This is an optimization exercise on Yosys and OpenROAD, whose aim is small area, not a production implementation.
At most, simulation tests tie the RTL to the original design; equivalence was not proved.
The clock port is modelled as an ideal driver; clocking choices that lean on that would not hold on a real chip.

== rev 12 ==
==> flow/design.v <==
package rxTxPkg;
   typedef struct packed {
      logic [7:0]            marker;
      logic [7:0]            channel;
      logic [15:0]           seqNum;
      logic [7:0]            length;       
      logic [55:0]           reserved;
      logic [32-1:0] seed;
   } pktHeader_t;
   typedef union packed {
      pktHeader_t                 header;
      logic [3:0][32-1:0] sample;    
   } pktWord_u;
endpackage
`timescale 1ns/1ns
module rxTxCore (
   input  logic                  lcbClk,
   input  logic                  reset,
   input  logic [16-1:0] lcbAddress,
   input  logic [32-1:0] lcbDataIn,
   input  logic                  lcbWrite,
   input  logic                  lcbRead,
   input  logic                  lcbCoreSelect,
   output logic [32-1:0] lcbDataOut,
   output logic                  lcbAck,
   input  logic                  trigIn,
   input  logic                  c2sFifoFull,
   output logic [128-1:0] c2sData,
   output logic                  c2sWrite
);
   localparam int NC = 4;
   logic       strobe, wrAcc, rdAcc, chanHit, globId, globScr;
   logic [1:0] aCh;
   logic [3:0] aOff;
   assign strobe  = lcbCoreSelect & (lcbWrite | lcbRead);
   assign wrAcc   = lcbCoreSelect & lcbWrite;
   assign rdAcc   = lcbCoreSelect & lcbRead;
   assign chanHit = (lcbAddress[15:12] == 4'h1);
   assign globId  = (lcbAddress == 16'h0000);
   assign globScr = (lcbAddress == 16'h0004);
   assign aCh     = lcbAddress[9:8];
   assign aOff    = lcbAddress[3:0];
   logic       selId, selScr, selCtrl, selLen;
   logic       selSeed, selCnt;
   logic [1:0] selCh;
   logic [32-1:0] scratch;
   logic                  scrValid;    
   always_ff @(posedge lcbClk or posedge reset)
   begin
      if (reset)
      begin
         lcbAck   <= 1'b0;
         scrValid <= 1'b0;
      end
      else
      begin
         lcbAck <= strobe;
         if (wrAcc && globScr)
            scrValid <= 1'b1;
      end
   end
   always_ff @(posedge lcbClk)
   begin
      if (wrAcc && globScr)
         scratch <= lcbDataIn;
   end
   always_ff @(posedge lcbClk)
   begin
      selId   <= rdAcc & globId;
      selScr  <= rdAcc & globScr;
      selCtrl <= rdAcc & chanHit & (aOff == 4'h0);
      selLen  <= rdAcc & chanHit & (aOff == 4'h4);
      selSeed <= rdAcc & chanHit & (aOff == 4'h8);
      selCnt  <= rdAcc & chanHit & (aOff == 4'hC);
      selCh   <= aCh;
   end
   logic [NC-1:0]                 enable;
   logic [NC-1:0][3:0]            lenReg;
   logic [NC-1:0][32-1:0] seedReg;
   logic [NC-1:0][32-1:0] pktCount;
   logic [NC-1:0]                 busy;
   logic [NC-1:0][3:0]            capLen;
   logic [NC-1:0][32-1:0] capSeed;
   logic [NC-1:0]                 seedValid;
   logic [NC-1:0]                 cntValid;
   logic [NC-1:0]                 capValid;
   logic [NC-1:0]                 start;
   logic [NC-1:0]                 done;      
   logic       locked;
   logic [1:0] lastCh;       
   logic       hdrOut;       
   logic [3:0] wordOut;      
   logic [3:0] carryOut;     
   logic [3:0] carryNext;
   logic       pending;      
   logic [32-1:0] curCount, countInc;
   assign pending  = c2sWrite & ~locked;
   logic [NC-1:0] ownHot;
   always_comb
      for (int i = 0; i < NC; i++)
         ownHot[i] = (lastCh == 2'(i));
   hotSel4 cntSel (.hot(ownHot & cntValid), .d(pktCount), .q(curCount));
   incr #(.W(32), .S(11)) cntIncr (.a(curCount), .q(countInc));
   for (genvar i = 0; i < NC; i++)
   begin : genChan
      logic wsel;
      assign wsel     = wrAcc & chanHit & (aCh == 2'(i));
      assign start[i] = trigIn & enable[i] & ~busy[i];
      always_ff @(posedge lcbClk or posedge reset)
      begin
         if (reset)
         begin
            enable[i]   <= 1'b0;
            lenReg[i]   <= 4'd1;
            seedValid[i] <= 1'b0;
            cntValid[i]  <= 1'b0;
            busy[i]      <= 1'b0;
         end
         else
         begin
            if (wsel && aOff == 4'h0) enable[i]  <= lcbDataIn[0];
            if (wsel && aOff == 4'h4)  lenReg[i]  <= lcbDataIn[3:0];
            if (wsel && aOff == 4'h8) seedValid[i] <= 1'b1;
            if (pending && lastCh == 2'(i))  cntValid[i]  <= 1'b1;
            if (start[i])
               busy[i] <= 1'b1;
            else if (done[i])
               busy[i] <= 1'b0;
         end
      end
      always_ff @(posedge lcbClk)
      begin
         if (wsel && aOff == 4'h8) seedReg[i]  <= lcbDataIn;
         if (pending && lastCh == 2'(i))  pktCount[i] <= countInc;
         if (start[i])
         begin
            capLen[i]   <= lenReg[i];
            capSeed[i]  <= seedReg[i];
            capValid[i] <= seedValid[i];
         end
      end
   end
   logic [1:0] pickIdx, cand, curIdx;
   logic       pickValid, grant, lastWord;
   logic [3:0] ownLen;
   always_comb
   begin
      pickIdx   = lastCh;
      pickValid = 1'b0;
      for (int k = NC; k > 0; k--)
      begin
         cand = lastCh + 2'(k);
         if (busy[cand])
         begin
            pickIdx   = cand;
            pickValid = 1'b1;
         end
      end
   end
   assign ownLen   = capLen[lastCh];
   assign curIdx   = locked ? lastCh : pickIdx;
   assign grant    = (locked | pickValid) & ~c2sFifoFull;
   assign lastWord = locked ? (hdrOut ? (ownLen == 4'd1) : (wordOut + 4'd2 == ownLen))
                            : (capLen[pickIdx] == 4'd0);
   assign done     = (grant & lastWord) ? (NC'(1) << curIdx) : '0;
   always_ff @(posedge lcbClk or posedge reset)
   begin
      if (reset)
      begin
         locked   <= 1'b0;
         lastCh   <= '0;
         c2sWrite <= 1'b0;
      end
      else
      begin
         c2sWrite <= grant;
         if (grant)
         begin
            locked <= ~lastWord;
            lastCh <= curIdx;
         end
      end
   end
   always_ff @(posedge lcbClk)
   begin
      if (grant)
      begin
         hdrOut  <= ~locked;
         wordOut <= (locked & ~hdrOut) ? wordOut + 4'd1 : 4'd0;
         carryOut <= locked ? carryNext : 4'd0;
      end
   end
   logic [32-1:0] seedSel;
   logic [1:0]            lo;
   logic [25:0]           hi, hiInc;
   logic [3:0]            mid0, mid1;
   logic [3:0]            nextWord;
   logic [3:0][32-1:0] smp;
   hotSel4 seedPick (.hot(ownHot & capValid), .d(capSeed), .q(seedSel));
   assign lo      = seedSel[1:0];
   assign hi      = seedSel[31:6];
   incr #(.W(26), .S(7)) hiIncr (.a(hi), .q(hiInc));
   assign mid0    = seedSel[5:2] + wordOut;
   assign mid1    = seedSel[5:2] + wordOut + 4'd1;
   assign nextWord = hdrOut ? 4'd0 : wordOut + 4'd1;
   always_comb
   begin
      for (int k = 0; k < 4; k++)
      begin
         logic [6:0] t;
         t = {1'b0, seedSel[5:0]} + {1'b0, nextWord, 2'b00} + 7'(k);
         carryNext[k] = t[6];
      end
   end
   for (genvar k = 0; k < 4; k++)
   begin : genSmp
      logic [2:0]  l;
      logic [3:0]  m;
      logic        keep, useInc, useSeed;
      logic [25:0] smpHi;
      assign l       = {1'b0, lo} + 3'(k);
      assign m       = l[2] ? mid1 : mid0;
      assign keep    = (k == 0) | ~hdrOut;
      assign useInc  = keep & carryOut[k];
      assign useSeed = keep & ~carryOut[k];
      pick2 #(.W(26)) hiPick (.sa(useInc), .a(hiInc), .sb(useSeed), .b(hi), .q(smpHi));
      assign smp[k]  = {smpHi, {4{keep}} & m[3:0], {2{keep}} & l[1:0]};
   end
   assign c2sData = {smp[3], smp[2], smp[1], smp[0]}
                  | (hdrOut ? {8'hA5, 6'd0, lastCh, curCount[15:0], 4'd0, ownLen, 56'd0, 32'd0} : '0);
   logic [8:0]             rdHot;
   logic [8:0][31:0]       rdWord;
   logic [31:0]            rdData;
   always_comb
   begin
      for (int i = 0; i < NC; i++)
      begin
         rdHot[i]      = selSeed & (selCh == 2'(i)) & seedValid[i];
         rdHot[NC + i] = selCnt & (selCh == 2'(i)) & cntValid[i];
         rdWord[i]      = seedReg[i];
         rdWord[NC + i] = pktCount[i];
      end
      rdHot[8]  = selScr & scrValid;
      rdWord[8] = scratch;
   end
   logic [2:0][31:0] rdPartN;
   for (genvar g = 0; g < 3; g++)
   begin : genRd
      hotSel3n rdSel (.hot(rdHot[3*g +: 3]), .d(rdWord[3*g +: 3]), .qn(rdPartN[g]));
   end
   assign rdData = ~(rdPartN[0] & rdPartN[1] & rdPartN[2]);
   always_comb
   begin
      lcbDataOut = rdData;
      if (selId)   lcbDataOut = lcbDataOut | 32'h52580001;
      if (selCtrl) lcbDataOut = lcbDataOut | {31'd0, enable[selCh]};
      if (selLen)  lcbDataOut = lcbDataOut | {28'd0, lenReg[selCh]};
   end
endmodule
module hotSel4 (
   input  logic [3:0]       hot,
   input  logic [3:0][31:0] d,
   output logic [31:0]      q
);
   assign q = ({32{hot[0]}} & d[0]) | ({32{hot[1]}} & d[1]) | ({32{hot[2]}} & d[2]) | ({32{hot[3]}} & d[3]);
endmodule
module incr #(
   parameter int W = 32,
   parameter int S = 8
) (
   input  logic [W-1:0] a,
   output logic [W-1:0] q
);
   logic [W-1:0] c;    
   always_comb
   begin
      for (int i = 0; i < W; i++)
         if (i % S == 0)
            c[i] = (i == 0) ? 1'b1 : &(a | ~((W'(1) << i) - W'(1)));
         else
            c[i] = c[i-1] & a[i-1];
   end
   assign q = a ^ c;
endmodule
module pick2 #(
   parameter int W = 26
) (
   input  logic         sa,
   input  logic [W-1:0] a,
   input  logic         sb,
   input  logic [W-1:0] b,
   output logic [W-1:0] q
);
   assign q = ({W{sa}} & a) | ({W{sb}} & b);
endmodule
module hotSel3n (
   input  logic [2:0]       hot,
   input  logic [2:0][31:0] d,
   output logic [31:0]      qn
);
   assign qn = ~(({32{hot[0]}} & d[0]) | ({32{hot[1]}} & d[1]) | ({32{hot[2]}} & d[2]));
endmodule
clock: 6.0 ns
lec_check: 0
cap_margin: 20
core_margin: 2
core_utilization: 65
slew_margin: 20
synth_hierarchical: 1
synth_minimum_keep_size: 0
standard.sh (not shown) runs the stock make flow with config.mk's settings and CLKGATE_MAP_FILE= SYNTH_SCRIPT=/design/flow/synth_recipe.tcl, a recipe that flattens the netlist after the stock synthesis.
==> flow/flow/run.sh <==
#!/bin/bash
set -euo pipefail
export BUFFER_PORTS_ARGS="-buffer_cell sky130_fd_sc_hd__buf_1"
export CTS_ARGS="-sink_clustering_enable -repair_clock_nets -dont_use_dummy_load -sink_clustering_size 30 -sink_clustering_max_diameter 100"
bash standard.sh > standard_flow.log 2>&1
### rev 12 -> rev 13
-- flow/design.v --
<<< rev 12, line 96
   logic [32-1:0] curCount, countInc;
   assign pending  = c2sWrite & ~locked;
   logic [NC-1:0] ownHot;
   always_comb
      for (int i = 0; i < NC; i++)
         ownHot[i] = (lastCh == 2'(i));
   hotSel4 cntSel (.hot(ownHot & cntValid), .d(pktCount), .q(curCount));
   incr #(.W(32), .S(11)) cntIncr (.a(curCount), .q(countInc));
>>> rev 13, line 96
   logic [32-1:0] curCount, countInc;
   assign pending  = c2sWrite & ~locked;
   logic [NC-1:0] ownHot;    
   hotSel4 cntSel (.hot(ownHot & cntValid), .d(pktCount), .q(curCount));
   incr #(.W(32), .S(11)) cntIncr (.a(curCount), .q(countInc));
<<< rev 12, line 170
         locked   <= 1'b0;
         lastCh   <= '0;
         c2sWrite <= 1'b0;
      end
>>> rev 13, line 167
         locked   <= 1'b0;
         lastCh   <= '0;
         ownHot   <= NC'(1);
         c2sWrite <= 1'b0;
      end
<<< rev 12, line 179
            locked <= ~lastWord;
            lastCh <= curIdx;
         end
      end
>>> rev 13, line 177
            locked <= ~lastWord;
            lastCh <= curIdx;
            ownHot <= NC'(1) << curIdx;
         end
      end
### Flow results
- Rev 13: share of flip-flops with an asynchronous set or reset after synthesis 0.75 points above rev 12
- Number of synthesized flops with an enable pin: rev 13 vs rev 12 identical
- Sort rev 13 and rev 12 by area of all placed cells without fillers desc -> top: rev 13
- Rev 13 — share of the core filled with cells in the final layout 0.82 points lower, rev 12 as reference
- Flop count, rev 12 -> rev 13: increased
- Rev 13 against rev 12: via count climbed 1.0%, total number of nets in the final design has increased, number of global-route vias before repair went down about 1%.
- On met3 layer wire length in the routed design: between rev 13 and rev 12, it ends up higher for rev 12.
- Summary of rev 13 over rev 12: clock skew down 0.030 ns, wire length flat, global-route wire length before repair flat, layout overhead on the synthesized area down 0.37 points.
Function not checked in rev 13: the RTL went through the layout flow alone.

==> what the ideal ports hide <==
The flow's constraints put no driver on any port. The routed layouts listed below were extracted and timed again, unchanged, in two steps.
Step 1, drivers: a clkbuf_16 drives lcbClk and a buf_2 each remaining input, both assumed.
Step 2 times the ports against the registers' clock, not the clock port: input delays grow and output delays shrink by t, the midpoint of the rising clock arrivals with the driver on.
a / b / c = no drivers / after step 1 / after step 2; a / b = the first two.
| run | shift t [ns] | slack for setup (ns) | hold WS [ns] | worst data-port slew with drivers (ns) | pins driven straight from the clock port |
|---|---|---|---|---|---|
| rev 12 | 0.585 | 0.253 / 0.197 / 0.781 | 0.432 / 0.432 / 0.432 | 0.10 | 1 |
| rev 13 | 0.596 | 0.269 / 0.212 / 0.808 | 0.436 / 0.436 / 0.436 | 0.09 | 1 |
After both steps every run listed still meets setup and hold.
